What follows belongs to an exercise in optimizing a design on an open flow for small area, a short achievable clock period and few clock cycles per item; a production flow would make more cautious choices.
Function was checked by simulation only, so behaviour that the tests miss may differ from the original.

==> flow/design.v (outline; a module is shown in full before it is edited, if it fits) <==
// module fp32_div_pipe: 1058 lines
// module fp32_div_csa: 12 lines
// module fp32_div_hadd: 11 lines
module fp32_div_pipe (
  input  logic        clk,
  input  logic        rst_n,
  input  logic        in_valid,
  output logic        in_ready,
  input  logic [31:0] in_a,
  input  logic [31:0] in_b,
  output logic        out_valid,
  input  logic        out_ready,
  output logic [31:0] out_q,
  output logic [3:0]  out_flags
);
  // ...
==> flow/flow/run.sh <==
#!/bin/bash
# Own layout flow: the standard flow (standard synthesis, floorplan, place,
# CTS, route) unchanged, except that the input and output port buffers that
# buffer_ports inserts are sky130_fd_sc_hd__buf_2 cells instead of the default
# choice. Every port is still buffered.
set -euo pipefail
export BUFFER_PORTS_ARGS="-buffer_cell sky130_fd_sc_hd__buf_2"
bash standard.sh finish > standard_flow.log 2>&1
==> flow/standard.sh <==
#!/bin/bash
# synth_recipe.tcl (not shown) runs the flow's synth.tcl, then flattens the netlist and writes it again
# the make line also repeats each setting of config.mk as NAME=value (left out here)
make -C /OpenROAD-flow-scripts/flow DESIGN_CONFIG=/design/flow/config.mk WORK_HOME=/design/flow/orfs CLKGATE_MAP_FILE= SYNTH_SCRIPT=/design/flow/synth_recipe.tcl "${@:-finish}"
==> flow/config.mk <==
export PLATFORM = sky130hd
export DESIGN_NAME = fp32_div_pipe
export DESIGN_NICKNAME = fp32_div_pipe
export VERILOG_FILES = /design/flow/design.v
export SDC_FILE = /design/flow/constraint.sdc
export NUM_CORES = 4
export LEC_CHECK = 0
export ABC_AREA = 1
export CAP_MARGIN = 20
export CORE_MARGIN = 2
export CORE_UTILIZATION = 55
export CTS_CLUSTER_DIAMETER = 100
export CTS_CLUSTER_SIZE = 30
export SLEW_MARGIN = 45
export SYNTH_HIERARCHICAL = 1
export SYNTH_MINIMUM_KEEP_SIZE = 0
==> flow/constraint.sdc <==
create_clock -name core_clock -period 125.0 [get_ports {clk}]
set_input_delay 25.0000 -clock core_clock [delete_from_list [all_inputs] [get_ports {clk}]]
set_output_delay 25.0000 -clock core_clock [all_outputs]
set_load 0.01 [all_outputs]
==> insert_results.sql, run 1 <==
INSERT INTO impl_metrics (metric_group, metric, value, unit) VALUES
('route', 'antenna_left', '0', ''),
('clock_tree', 'cts.reportedPaths.clkPinSlew', '0.11', 'ns'),
('setup_path', 'critPathSlowestCell', 'sky130_fd_sc_hd__edfxtp_1', ''),
('clock_tree', 'cts-resized-gates', '0', ''),
('setup_path', 'crit_end', 'out_flags[2]', ''),
('grt', 'wire_length_of_the_first_global_routing_pass', '198', 'mm'),
('synth', 'synth_cells', '4245', ''),
('floorplan', 'pin_count', '106', ''),
('layout', 'area.growth.synth_to_final', '6.44', '%'),
('layout', 'buffer_area_share', '3.00', '%'),
('hold_path', 'worstHoldEndpoint', 'r2_e[0]', ''),
('grt', 'globalRouteMet3Util', '4.13', '%'),
('layout', 'non_clock_inverter_count', '346', ''),
('synth', 'number_of_flops_mapped_to_enable_cells_by_yosys', '284', ''),
('layout', 'fin_area', '45600', 'um^2'),
('synth', 'synthAdderAreaFrac', '43.7', '%'),
('timing', 'timing_worst_slew_pin_value', '0.774', 'ns'),
('placed_design', 'gpl.final_weighted_congestion', '0.895', ''),
('setup_path', 'worst-path-buf-inv', '1', ''),
('layout', 'drive_above_1_share', '8.19', '%'),
('status', 'status', 'timing/DRC/antenna clean', ''),
('setup_path', 'timing.critical_path.depth', '1', ''),
('floorplan', 'die-area', '80100', 'um^2'),
('synth', 'ys_seq_elements', '326', ''),
('placed_design', 'place.detailed.hpwl', '93.5', 'mm'),
('synth', 'netlist_area', '42800', 'um^2'),
('timing', 'timing.final.crit_share', '21.0', '%'),
('synth', 'synth.distinct_cells', '60', ''),
('synth', 'yosys-mux-area-fraction', '0.280', '%'),
('layout', 'insertedDiodeCount', '0', ''),
('synth', 'synth-compound-area-share', '12.0', '%'),
('grt', 'fraction_of_met2_tracks_used_by_global_routing', '54.8', '%'),
('setup_path', 'worstPathArrival', '1.23', 'ns');
Testbench counts, summed over its fixed seeds: cycles 16,032, items 16,000.
==> run 2: changes to the inputs <==
--- a/flow/config.mk
+++ b/flow/config.mk
@@ -8,7 +8,7 @@
 export ABC_AREA = 1
 export CAP_MARGIN = 20
 export CORE_MARGIN = 2
-export CORE_UTILIZATION = 55
+export CORE_UTILIZATION = 66
 export CTS_CLUSTER_DIAMETER = 100
 export CTS_CLUSTER_SIZE = 30
 export SLEW_MARGIN = 45
==> insert_results.sql, run 2 <==
INSERT INTO impl_metrics (metric_group, metric, value, unit) VALUES
('status', 'status', 'timing/DRC/antenna clean', ''),
('setup_path', 'cp_cell_sequence', 'buf_2', ''),
('floorplan', 'core_area', '64300', 'um^2'),
('floorplan', 'placement_rows', '93', ''),
('synth', 'netlist_area', '42800', 'um^2'),
('hold_path', 'min-delay-path-class', 'reg2reg', ''),
('route', 'detail_route.first_pass.iterations', '5', ''),
('setup_path', 'worstPathArrival', '1.20', 'ns'),
('synth', 'ys_seq_elements', '326', ''),
('setup_path', 'worst-path-buf-inv', '1', ''),
('layout', 'mostFrequentLayoutCell', 'sky130_fd_sc_hd__fa_1', ''),
('synth', 'synth_cells', '4245', ''),
('synth', 'postSynth.topFlopCell', 'sky130_fd_sc_hd__edfxtp_1', ''),
('timing', 'report.final.slew_viol_count', '0', ''),
('route', 'wire_per_inst', '23.8', 'um'),
('grt', 'gr-usage-all-layers', '37.3', '%'),
('synth', 'yosys-top-cells-count', '834 x sky130_fd_sc_hd__fa_1, 753 x sky130_fd_sc_hd__nand2_1, 477 x sky130_fd_sc_hd__o21ai_0, 335 x sky130_fd_sc_hd__inv_1', ''),
('flow_run', 'cap_violations', '0', ''),
('synth', 'postSynthNetCount', '5310', ''),
('synth', 'yosysWarnings', '7', ''),
('setup_path', 'crit_path_max_fanout', '1', ''),
('setup_path', 'maximum_single_stage_delay_on_the_critical_path', '0.42', 'ns'),
('synth', 'synth.most_common_cell', 'sky130_fd_sc_hd__fa_1', ''),
('layout', 'biggestRegsByFlops', 'out_q_r x32, sk_q x32', ''),
('grt', 'wire_length_of_the_first_global_routing_pass', '192', 'mm'),
('grt', 'largest_net_degree_at_the_start_of_global_routing', '128', ''),
('grt', 'via_count_of_the_first_global_routing_pass', '33200', ''),
('route', 'drc', '0', ''),
('timing', 'fin_setup_tns', '0', 'ns'),
('placed_design', 'port-buffer-count', '105', ''),
('synth', 'synth.area.top_cells', 'sky130_fd_sc_hd__fa_1 39%, sky130_fd_sc_hd__edfxtp_1 20%, sky130_fd_sc_hd__nand2_1 6.6%', ''),
('layout', 'mostFrequentLayoutCells', '834 x sky130_fd_sc_hd__fa_1, 743 x sky130_fd_sc_hd__nand2_1, 477 x sky130_fd_sc_hd__o21ai_0', ''),
('timing', 'setup-violations-final', '0', ''),
('clock_tree', 'cts_max_level', '1', ''),
('floorplan', 'horizontal_die_dimension', '259', 'um'),
('clock_tree', 'tritoncts', 'done', ''),
('synth', 'number_of_flops_mapped_to_enable_cells_by_yosys', '284', ''),
('clock_tree', 'cts-buffers-inserted', '23', ''),
('route', 'detail_route.wirelength', '121', 'mm'),
('placed_design', 'dp_slack', '98.42', 'ns'),
('placed_design', 'gpl.final_weighted_congestion', '0.955', ''),
('route', 'drt_iter0_drc', '3246', ''),
('layout', 'area.growth.synth_to_final', '5.65', '%'),
('clock_tree', 'clock_path_buffers', '3', ''),
('route', 'route.vias.total', '32100', ''),
('grt', 'antenna_found_initial', '3', ''),
('layout', 'fin_nets', '5275', ''),
('setup_path', 'critical_path.startpoint_type', 'flip-flop', ''),
('clock_tree', 'clock_sink_count', '326', ''),
('timing', 'hold_ws', '0.426', 'ns'),
('floorplan', 'die_height', '259', 'um'),
('timing', 'finalHoldViolations', '0', ''),
('synth', 'yosysTopAreaCell', 'sky130_fd_sc_hd__fa_1', ''),
('grt', 'overflow', '0', ''),
('timing', 'layout_min_cycle_time', '26.20', 'ns'),
('setup_path', 'worstPathRequired', '100.00', 'ns'),
('synth', 'postSynth.asyncResetShare', '0', '%'),
('timing', 'timing.final.crit_share', '21.0', '%'),
('synth', 'ys_seq_area_share', '21.9', '%'),
('clock_tree', 'cts-resized-gates', '0', ''),
('floorplan', 'die-area', '67000', 'um^2'),
('floorplan', 'pin_count', '106', ''),
('timing', 'timing_worst_slew_pin_value', '0.801', 'ns'),
('clock_tree', 'clock_insertion_delay_worst_skew', '0.61', 'ns'),
('timing', 'final.setup.worst_slack', '98.80', 'ns'),
('synth', 'synth.distinct_cells', '60', ''),
('timing', 'unrepaired_setup_endpoints_after_global_routing', 'no', ''),
('timing', 'timing.fmax', '0.0382', 'GHz'),
('setup_path', 'critPathSlowestCell', 'sky130_fd_sc_hd__edfxtp_1', ''),
('clock_tree', 'cts.reportedPaths.clkPinSlew', '0.11', 'ns'),
('synth', 'synth_area_per_cell', '10.1', 'um^2'),
('clock_tree', 'cts.repair_timing.setup_buffer_count', '0', ''),
('setup_path', 'cp_top_family', 'flip-flops', ''),
('synth', 'synth.top_cell.area_share', '39.0', '%'),
('route', 'antenna_left', '0', ''),
('clock_tree', 'ctsHoldBuffers', '0', ''),
('timing', 'worst_clock_skew', '0.0469', 'ns'),
('setup_path', 'criticalPathCategory', 'reg2out', ''),
('floorplan', 'initial_core_util', '66.6', '%'),
('setup_path', 'crit_path_end_kind', 'primary output', ''),
('route', 'routed_via_density', '6.30', ''),
('layout', 'drive_above_1_share', '7.97', '%'),
('clock_tree', 'cts_root_buf', 'sky130_fd_sc_hd__clkbuf_16', ''),
('timing', 'timing.max_slew.rel_slack', '46.6', '%'),
('placed_design', 'place.detailed.hpwl', '92.2', 'mm');
==> run 2: kinds of logic (layout without fill, tap and decap cells) <==
family | after synthesis | after routing | share of synthesized area (%)
other cells | 0 | 2 | 0
flops | 326 | 326 | 21.9
simple gates | 1071 | 1071 | 10.3
mux | 12 | 12 | 0.280
compound gates | 915 | 915 | 12.0
fa+ha+maj | 997 | 997 | 43.7
buf+inv | 611 | 593 | 5.39
xor+xnor | 313 | 313 | 6.40
==> run 2: area by class of cell <==
type / count / area, um^2
sequential: 326 / 9370
clock buffer: 26 / 587
inverter: 346 / 1310
fill: 4956 / 19100
antenna: 2 / 5.00
multi-input combinational: 3308 / 31300
tap: 855 / 1070
timing repair buffer: 205 / 1300
clock inverter: 16 / 328
==> run 2: metal layers <==
layer	vias up	wire length (um)	GRT usage, %
met1	16000	46900	51.6
met5	-	12	0
met4	2	4870	13.4
met2	1748	57500	59.6
met3	350	11400	7.37
li1	14000	-	-
==> run 2: stage by stage <==
step	cells	util (%)	area (um^2)
2_1_floorplan	4245	-	42800
3_3_place_gp	5036	68.8	44200
3_5_place_dp	5038	68.8	44300
4_1_cts	5080	70.3	45200
5_1_grt	5084	70.3	45300
6_report	5084	70.3	45300
==> run 2: final timing paths <==
path | cells past startpoint | start | to | slack [ns]
setup / recovery | 1 | out_f_r[0] | out_flags[0] | 98.80
hold / removal | 0 | r1_fa[18] | r2_fa[18] | 0.43
setup reg to reg | 94 | r0_b[17] | r1_S[5] | 99.42
hold reg to reg | 0 | r1_fa[18] | r2_fa[18] | 0.43
==> run 3: changes to the inputs <==
==> flow/flow/run.sh (replaced) <==
#!/bin/bash
# Own layout flow: the standard flow (standard synthesis, floorplan, place,
# CTS, route) unchanged, except that the input and output port buffers that
# buffer_ports inserts are sky130_fd_sc_hd__buf_1 cells instead of the default
# choice. Every port is still buffered.
set -euo pipefail
export BUFFER_PORTS_ARGS="-buffer_cell sky130_fd_sc_hd__buf_1"
bash standard.sh finish > standard_flow.log 2>&1
--- a/flow/config.mk
+++ b/flow/config.mk
@@ -8,9 +8,9 @@
 export ABC_AREA = 1
 export CAP_MARGIN = 20
 export CORE_MARGIN = 2
-export CORE_UTILIZATION = 66
+export CORE_UTILIZATION = 60
 export CTS_CLUSTER_DIAMETER = 100
 export CTS_CLUSTER_SIZE = 30
-export SLEW_MARGIN = 45
+export SLEW_MARGIN = 60
 export SYNTH_HIERARCHICAL = 1
 export SYNTH_MINIMUM_KEEP_SIZE = 0
==> insert_results.sql, run 3 <==
INSERT INTO impl_metrics (metric_group, metric, value, unit) VALUES
('setup_path', 'critical_path.startpoint_type', 'flip-flop', ''),
('synth', 'yosysTopAreaCell', 'sky130_fd_sc_hd__fa_1', ''),
('timing', 'timing.max_slew.rel_slack', '60.7', '%'),
('synth', 'ys_seq_elements', '326', ''),
('setup_path', 'worstRegToRegCells', '114', ''),
('placed_design', 'dp_slack', '99.04', 'ns'),
('grt', 'largest_net_degree_at_the_start_of_global_routing', '120', ''),
('route', 'wire_per_inst', '23.7', 'um'),
('synth', 'synth-compound-area-share', '12.0', '%'),
('timing', 'report.final.slew_viol_count', '0', ''),
('clock_tree', 'cts.repair_timing.setup_buffer_count', '0', ''),
('grt', 'via_count_of_the_first_global_routing_pass', '32800', ''),
('clock_tree', 'tritoncts', 'done', ''),
('layout', 'drive_above_1_share', '6.19', '%'),
('synth', 'postSynth.topFlopCell', 'sky130_fd_sc_hd__edfxtp_1', ''),
('status', 'status', 'timing/DRC/antenna clean', ''),
('synth', 'synth_top_family_by_area', 'adder cells', ''),
('timing', 'final.setup.worst_slack', '98.83', 'ns'),
('clock_tree', 'clock_sink_count', '326', ''),
('floorplan', 'placement_rows', '97', ''),
('clock_tree', 'cts_root_buf', 'sky130_fd_sc_hd__clkbuf_16', ''),
('clock_tree', 'clock_insertion_delay_worst_skew', '0.59', 'ns'),
('setup_path', 'crit_path_max_fanout', '1', ''),
('setup_path', 'cp_top_family', 'flip-flops', ''),
('hold_path', 'worstHoldEndpoint', 'r2_fa[21]', ''),
('synth', 'yosys-mux-area-fraction', '0.280', '%'),
('synth', 'synth_area_per_cell', '10.1', 'um^2'),
('setup_path', 'worstPathRequired', '100.00', 'ns'),
('synth', 'synth.top_cell.area_share', '39.0', '%'),
('synth', 'synthAdderAreaFrac', '43.7', '%'),
('timing', 'timing.fmax', '0.0382', 'GHz'),
('setup_path', 'criticalPathCategory', 'reg2out', ''),
('floorplan', 'initial_core_util', '60.9', '%'),
('timing', 'worst_clock_skew', '0.0362', 'ns'),
('synth', 'synth_simple_gate_area_share', '10.3', '%'),
('clock_tree', 'clock_path_buffers', '3', ''),
('flow_run', 'cap_violations', '0', ''),
('hold_path', 'worstHoldPathCells', '0', ''),
('route', 'drt_iter0_drc', '3107', ''),
('hold_path', 'min-delay-path-class', 'reg2reg', ''),
('placed_design', 'gpl.final_weighted_congestion', '0.952', ''),
('synth', 'synth_cells', '4245', ''),
('grt', 'wire_length_of_the_first_global_routing_pass', '195', 'mm'),
('synth', 'postSynthNetCount', '5310', ''),
('route', 'antenna_left', '0', ''),
('setup_path', 'worstPathArrival', '1.17', 'ns'),
('timing', 'finalHoldViolations', '0', ''),
('layout', 'area.growth.synth_to_final', '6.00', '%'),
('timing', 'timing_worst_slew_pin_value', '0.589', 'ns'),
('clock_tree', 'cts-buffers-inserted', '21', ''),
('grt', 'gr-usage-all-layers', '34.4', '%'),
('floorplan', 'die_height', '271', 'um'),
('timing', 'timing.final.crit_share', '20.9', '%'),
('floorplan', 'core_area', '70400', 'um^2'),
('route', 'detail_route.first_pass.iterations', '6', ''),
('synth', 'synth.distinct_cells', '60', ''),
('synth', 'yosysWarnings', '7', ''),
('timing', 'setup-violations-final', '0', ''),
('setup_path', 'worst-path-buf-inv', '1', ''),
('clock_tree', 'ctsHoldBuffers', '0', ''),
('clock_tree', 'cts_max_level', '1', ''),
('synth', 'postSynth.asyncResetShare', '0', '%'),
('layout', 'mostFrequentLayoutCell', 'sky130_fd_sc_hd__fa_1', ''),
('floorplan', 'die-area', '73500', 'um^2'),
('floorplan', 'pin_count', '106', ''),
('timing', 'fin_setup_tns', '0', 'ns'),
('synth', 'synthXorXnorAreaFrac', '6.40', '%'),
('placed_design', 'place.detailed.hpwl', '92.3', 'mm'),
('timing', 'unrepaired_setup_endpoints_after_global_routing', 'no', ''),
('placed_design', 'port-buffer-count', '105', ''),
('layout', 'num-fill-cells', '5877', ''),
('setup_path', 'timing.rr.end', 'r2_fr[22]', ''),
('route', 'detail_route.wirelength', '123', 'mm'),
('floorplan', 'horizontal_die_dimension', '271', 'um'),
('layout', 'mostFrequentLayoutCells', '834 x sky130_fd_sc_hd__fa_1, 743 x sky130_fd_sc_hd__nand2_1, 477 x sky130_fd_sc_hd__o21ai_0', ''),
('layout', 'fin_nets', '5301', ''),
('synth', 'synth.area.top_cells', 'sky130_fd_sc_hd__fa_1 39%, sky130_fd_sc_hd__edfxtp_1 20%, sky130_fd_sc_hd__nand2_1 6.6%', ''),
('hold_path', 'worst_hold_startpoint', 'r1_fa[21]', ''),
('clock_tree', 'cts.reportedPaths.clkPinSlew', '0.11', 'ns'),
('route', 'drc', '0', ''),
('timing', 'layout_min_cycle_time', '26.17', 'ns'),
('synth', 'yosys-top-cells-count', '834 x sky130_fd_sc_hd__fa_1, 753 x sky130_fd_sc_hd__nand2_1, 477 x sky130_fd_sc_hd__o21ai_0, 335 x sky130_fd_sc_hd__inv_1', ''),
('synth', 'number_of_flops_mapped_to_enable_cells_by_yosys', '284', ''),
('synth', 'synth.most_common_cell', 'sky130_fd_sc_hd__fa_1', ''),
('grt', 'overflow', '0', ''),
('synth', 'netlist_area', '42800', 'um^2'),
('setup_path', 'critPathSlowestCell', 'sky130_fd_sc_hd__edfxtp_1', ''),
('setup_path', 'cp_cell_sequence', 'buf_1', ''),
('route', 'route.vias.total', '31800', ''),
('setup_path', 'timing.reg2reg.setup_slack', '100.05', 'ns'),
('clock_tree', 'cts-resized-gates', '0', ''),
('synth', 'ys_seq_area_share', '21.9', '%'),
('setup_path', 'crit_path_end_kind', 'primary output', ''),
('setup_path', 'reg2reg_from', 'r1_S[22]', ''),
('layout', 'biggestRegsByFlops', 'out_q_r x32, sk_q x32', ''),
('grt', 'antenna_found_initial', '1', ''),
('route', 'routed_via_density', '6.13', ''),
('setup_path', 'maximum_single_stage_delay_on_the_critical_path', '0.43', 'ns');
[run 3: cell counts after synthesis]
Identical to the previous run, type by type.
[run 3: cell type report]
cell class	instances	area [um^2]	area share (%)
Multi-Input combinational cell	3308	31300	69.0
Clock inverter	11	260	0.573
Clock buffer	24	547	1.20
Sequential cell	326	9370	20.6
Antenna cell	1	2.50	0.00551
Timing Repair Buffer	233	1380	3.05
Tap cell	940	1180	2.59
Inverter	346	1320	2.90
[run 3: stage by stage]
stage / instance area (um^2) / cells / utilization [%] / hold slack [ns]
2_1_floorplan: 42800 / 4245 / - / 0.400
4_1_cts: 45300 / 5177 / 64.4 / 0.429
6_report: 45400 / 5189 / 64.5 / 0.426
3_5_place_dp: 44500 / 5142 / 63.2 / 0.405
3_3_place_gp: 44300 / 5125 / 62.9 / 0.401
5_1_grt: 45400 / 5188 / 64.5 / 0.435
[run 3: cell families after synthesis]
group | after synthesis
buffers and inverters | 611
DFF | 326
muxes | 12
xor gates and xnor gates | 313
adders and majority gates | 997
and+or+nand+nor | 1071
AOI/OAI and AO/OA | 915
[run 3: layer usage]
layer	vias up	global-route usage (%)	wire, um
li1	14000	-	-
met2	1539	55.3	58200
met3	309	5.77	10200
met1	16000	48.6	50200
met4	0	10.6	4620
met5	-	0	0
[run 3: how the worst max path moves through the flow]
stage,startpoint,to,depth (start not counted)
6_report,out_f_r[2],out_flags[2],1
2_1_floorplan,out_ready,out_f_r[0],1
3_3_place_gp,out_ready,out_f_r[0],2
5_1_grt,r1_S[24],r2_fr[15],115
3_5_place_dp,out_ready,out_f_r[0],2
4_1_cts,out_f_r[2],out_flags[2],1
==> run 4: changes to the inputs <==
==> flow/flow/run.sh (replaced) <==
#!/bin/bash
# Own layout flow: the standard flow (standard synthesis, floorplan, place,
# CTS, route) unchanged, except that
#  - the input and output port buffers that buffer_ports inserts are
#    sky130_fd_sc_hd__buf_2 cells instead of the default choice (every port is
#    still buffered), and
#  - clock tree synthesis balances levels with one level of sink clustering.
set -euo pipefail
export BUFFER_PORTS_ARGS="-buffer_cell sky130_fd_sc_hd__buf_2"
export CTS_ARGS="-sink_clustering_enable -repair_clock_nets -sink_clustering_size 30 -sink_clustering_max_diameter 100 -sink_clustering_levels 1 -balance_levels"
bash standard.sh finish > standard_flow.log 2>&1
--- a/flow/config.mk
+++ b/flow/config.mk
@@ -11,6 +11,6 @@
 export CORE_UTILIZATION = 60
 export CTS_CLUSTER_DIAMETER = 100
 export CTS_CLUSTER_SIZE = 30
-export SLEW_MARGIN = 60
+export SLEW_MARGIN = 50
 export SYNTH_HIERARCHICAL = 1
 export SYNTH_MINIMUM_KEEP_SIZE = 0
==> insert_results.sql, run 4 <==
INSERT INTO impl_metrics (metric_group, metric, value, unit) VALUES
('status', 'status', 'timing/DRC/antenna clean', ''),
('setup_path', 'timing.reg2reg.setup_slack', '100.05', 'ns'),
('setup_path', 'worstRegToRegCells', '98', ''),
('layout', 'fin_nets', '5277', ''),
('placed_design', 'gpl.final_weighted_congestion', '0.939', ''),
('synth', 'synth.most_common_cell', 'sky130_fd_sc_hd__fa_1', ''),
('timing', 'worst_clock_skew', '0.0401', 'ns'),
('floorplan', 'placement_rows', '97', ''),
('floorplan', 'die-area', '73500', 'um^2'),
('grt', 'largest_net_degree_at_the_start_of_global_routing', '137', ''),
('timing', 'timing.fmax', '0.0383', 'GHz'),
('synth', 'yosys-top-cells-count', '834 x sky130_fd_sc_hd__fa_1, 753 x sky130_fd_sc_hd__nand2_1, 477 x sky130_fd_sc_hd__o21ai_0, 335 x sky130_fd_sc_hd__inv_1', ''),
('setup_path', 'maximum_single_stage_delay_on_the_critical_path', '0.40', 'ns'),
('synth', 'number_of_flops_mapped_to_enable_cells_by_yosys', '284', ''),
('timing', 'report.final.slew_viol_count', '0', ''),
('setup_path', 'reg2reg_from', 'r0_b[17]', ''),
('route', 'detail_route.first_pass.iterations', '6', ''),
('timing', 'hold_ws', '0.428', 'ns'),
('timing', 'layout_min_cycle_time', '26.13', 'ns'),
('clock_tree', 'clock_insertion_delay_worst_skew', '0.58', 'ns'),
('clock_tree', 'cts_root_buf', 'sky130_fd_sc_hd__clkbuf_16', ''),
('route', 'drt_iter0_drc', '3189', ''),
('layout', 'drive_above_1_share', '8.17', '%'),
('flow_run', 'cap_violations', '0', ''),
('route', 'wire_per_inst', '24.1', 'um'),
('clock_tree', 'cts-resized-gates', '0', ''),
('clock_tree', 'tritoncts', 'done', ''),
('synth', 'netlist_area', '42800', 'um^2'),
('timing', 'setup-violations-final', '0', ''),
('clock_tree', 'cts-buffers-inserted', '19', ''),
('hold_path', 'worstHoldEndpoint', 'r2_fa[14]', ''),
('grt', 'overflow', '0', ''),
('clock_tree', 'cts.reportedPaths.clkPinSlew', '0.11', 'ns'),
('synth', 'yosysTopAreaCell', 'sky130_fd_sc_hd__fa_1', ''),
('route', 'drc', '0', ''),
('timing', 'timing_worst_slew_pin_value', '0.686', 'ns'),
('floorplan', 'pin_count', '106', ''),
('synth', 'postSynthNetCount', '5310', ''),
('floorplan', 'initial_core_util', '60.9', '%'),
('synth', 'yosysWarnings', '7', ''),
('clock_tree', 'clock_path_buffers', '3', ''),
('timing', 'finalHoldViolations', '0', ''),
('setup_path', 'worstPathArrival', '1.13', 'ns'),
('clock_tree', 'ctsHoldBuffers', '0', ''),
('hold_path', 'worstHoldPathCells', '0', ''),
('clock_tree', 'cts_max_level', '1', ''),
('setup_path', 'worst-path-buf-inv', '1', ''),
('setup_path', 'worstPathRequired', '100.00', 'ns'),
('hold_path', 'min-delay-path-class', 'reg2reg', ''),
('synth', 'synth.area.top_cells', 'sky130_fd_sc_hd__fa_1 39%, sky130_fd_sc_hd__edfxtp_1 20%, sky130_fd_sc_hd__nand2_1 6.6%', ''),
('grt', 'via_count_of_the_first_global_routing_pass', '32700', ''),
('layout', 'mostFrequentLayoutCells', '834 x sky130_fd_sc_hd__fa_1, 741 x sky130_fd_sc_hd__nand2_1, 477 x sky130_fd_sc_hd__o21ai_0', ''),
('setup_path', 'timing.rr.end', 'r1_S[14]', ''),
('setup_path', 'cp_top_family', 'flip-flops', ''),
('layout', 'num-fill-cells', '5834', ''),
('floorplan', 'horizontal_die_dimension', '271', 'um'),
('placed_design', 'place.detailed.hpwl', '93.1', 'mm'),
('grt', 'antenna_found_initial', '1', ''),
('layout', 'mostFrequentLayoutCell', 'sky130_fd_sc_hd__fa_1', ''),
('setup_path', 'cp_cell_sequence', 'buf_2', ''),
('clock_tree', 'cts.repair_timing.setup_buffer_count', '0', ''),
('route', 'detail_route.wirelength', '124', 'mm'),
('timing', 'timing.final.crit_share', '20.9', '%'),
('floorplan', 'core_area', '70400', 'um^2'),
('timing', 'fin_setup_tns', '0', 'ns'),
('placed_design', 'port-buffer-count', '105', ''),
('layout', 'area.growth.synth_to_final', '5.67', '%'),
('route', 'antenna_left', '0', ''),
('placed_design', 'placedInstanceArea', '44500', 'um^2'),
('layout', 'fin_area', '45300', 'um^2'),
('setup_path', 'criticalPathCategory', 'reg2out', ''),
('setup_path', 'critPathSlowestCell', 'sky130_fd_sc_hd__edfxtp_1', ''),
('grt', 'wire_length_of_the_first_global_routing_pass', '196', 'mm'),
('setup_path', 'critical_path.startpoint_type', 'flip-flop', ''),
('hold_path', 'worst_hold_startpoint', 'r1_fa[14]', ''),
('synth', 'ys_seq_elements', '326', ''),
('route', 'routed_via_density', '6.14', ''),
('synth', 'synth.top_cell.area_share', '39.0', '%'),
('synth', 'ys_seq_area_share', '21.9', '%'),
('timing', 'unrepaired_setup_endpoints_after_global_routing', 'no', ''),
('synth', 'synth_cells', '4245', ''),
('route', 'route.vias.total', '31700', ''),
('setup_path', 'crit_path_max_fanout', '1', ''),
('setup_path', 'crit_path_end_kind', 'primary output', ''),
('grt', 'gr-usage-all-layers', '34.5', '%'),
('synth', 'postSynth.asyncResetShare', '0', '%'),
('timing', 'timing.max_slew.rel_slack', '54.1', '%'),
('layout', 'biggestRegsByFlops', 'out_q_r x32, sk_q x32', ''),
('clock_tree', 'clock_sink_count', '326', ''),
('synth', 'synth.distinct_cells', '60', ''),
('synth', 'postSynth.topFlopCell', 'sky130_fd_sc_hd__edfxtp_1', ''),
('floorplan', 'die_height', '271', 'um'),
('synth', 'synth_area_per_cell', '10.1', 'um^2');
[run 4: cell counts after synthesis]
No cell type changed its count.
[run 4: cell families (layout without fill, tap and decap cells)]
family                     Yosys count  in the layout  synth area share (%)
buffers and inverters              611            591                  5.39
DFF                                326            326                  21.9
muxes                               12             12                 0.280
adders and majority gates          997            997                  43.7
AOI/OAI and AO/OA                  915            915                  12.0
and+or+nand+nor                   1071           1071                  10.3
xor gates and xnor gates           313            313                  6.40
other                                0              1                     0
[run 4: worst max-delay path by stage]
stage | end | depth (start not counted) | slack [ns] | from
after floorplan | out_f_r[0] | 1 | 99.12 | out_ready
after global placement | r1_S[14] | 95 | 96.41 | r0_b[17]
after detailed placement | out_q_r[29] | 2 | 99.05 | out_ready
after CTS | out_q[18] | 1 | 98.84 | out_q_r[18]
after global routing | r2_fr[15] | 110 | 98.04 | r1_S[22]
final | out_q[18] | 1 | 98.87 | out_q_r[18]
[run 4: area by class of cell]
type | instances | area, um^2 | area share [%]
diodes | 1 | 2.50 | 0.00553
well taps | 940 | 1180 | 2.60
flip-flops and latches | 326 | 9370 | 20.7
clock buffers | 22 | 487 | 1.08
repair buffers | 211 | 1350 | 2.98
clock inverters | 12 | 210 | 0.464
inverters | 346 | 1320 | 2.91
multi-input cells | 3308 | 31400 | 69.3
[run 4: stage by stage]
stage                     util [%]  setup WS (ns)  cells
after CTS                     64.3          98.84   5165
after floorplan                  -          99.12   4245
after detailed placement      63.3          99.05   5131
after global placement        63.1          96.41   5124
after global routing          64.3          98.04   5165
final                         64.3          98.87   5166
[run 4: per-layer routing]
layer  global-route usage (%)  wire length, um
met3                     4.59             9180
met1                     48.6            50800
met4                     10.5             4460
met5                        0               11
met2                     56.3            59900

port drivers added, routing unchanged:
In the flow no input, the clock included, has a driving cell. The finished layouts below were timed again as built, in two steps. Step 1 (the two cells are an assumption about what drives the block):
set clk [get_ports {clk}]
set_driving_cell -lib_cell sky130_fd_sc_hd__clkbuf_16 $clk
set_driving_cell -lib_cell sky130_fd_sc_hd__buf_2 [delete_from_list [all_inputs] $clk]
Step 2 adds t to the input delays and takes it off the output delays; t is the mean of the earliest and latest rising clock arrival at the registers after step 1. Input paths then give back, and output paths get back, about the clock's delay inside the block. Slacks: ideal ports / drivers / drivers and shift; pairs: ideal ports / drivers.
run	t, ns	setup slack, ns	worst setup path after step 2	slew at the worst register clock pin (ns)
run 1	0.658	98.772 / 98.702 / 99.079	input to register	0.12 / 0.12
run 2	0.657	98.804 / 98.736 / 99.091	input to register	0.11 / 0.11
run 3	0.639	98.835 / 98.767 / 99.061	input to register	0.12 / 0.12
run 4	0.627	98.866 / 98.798 / 99.079	input to register	0.11 / 0.11
After both steps setup and hold are still met in every run listed.
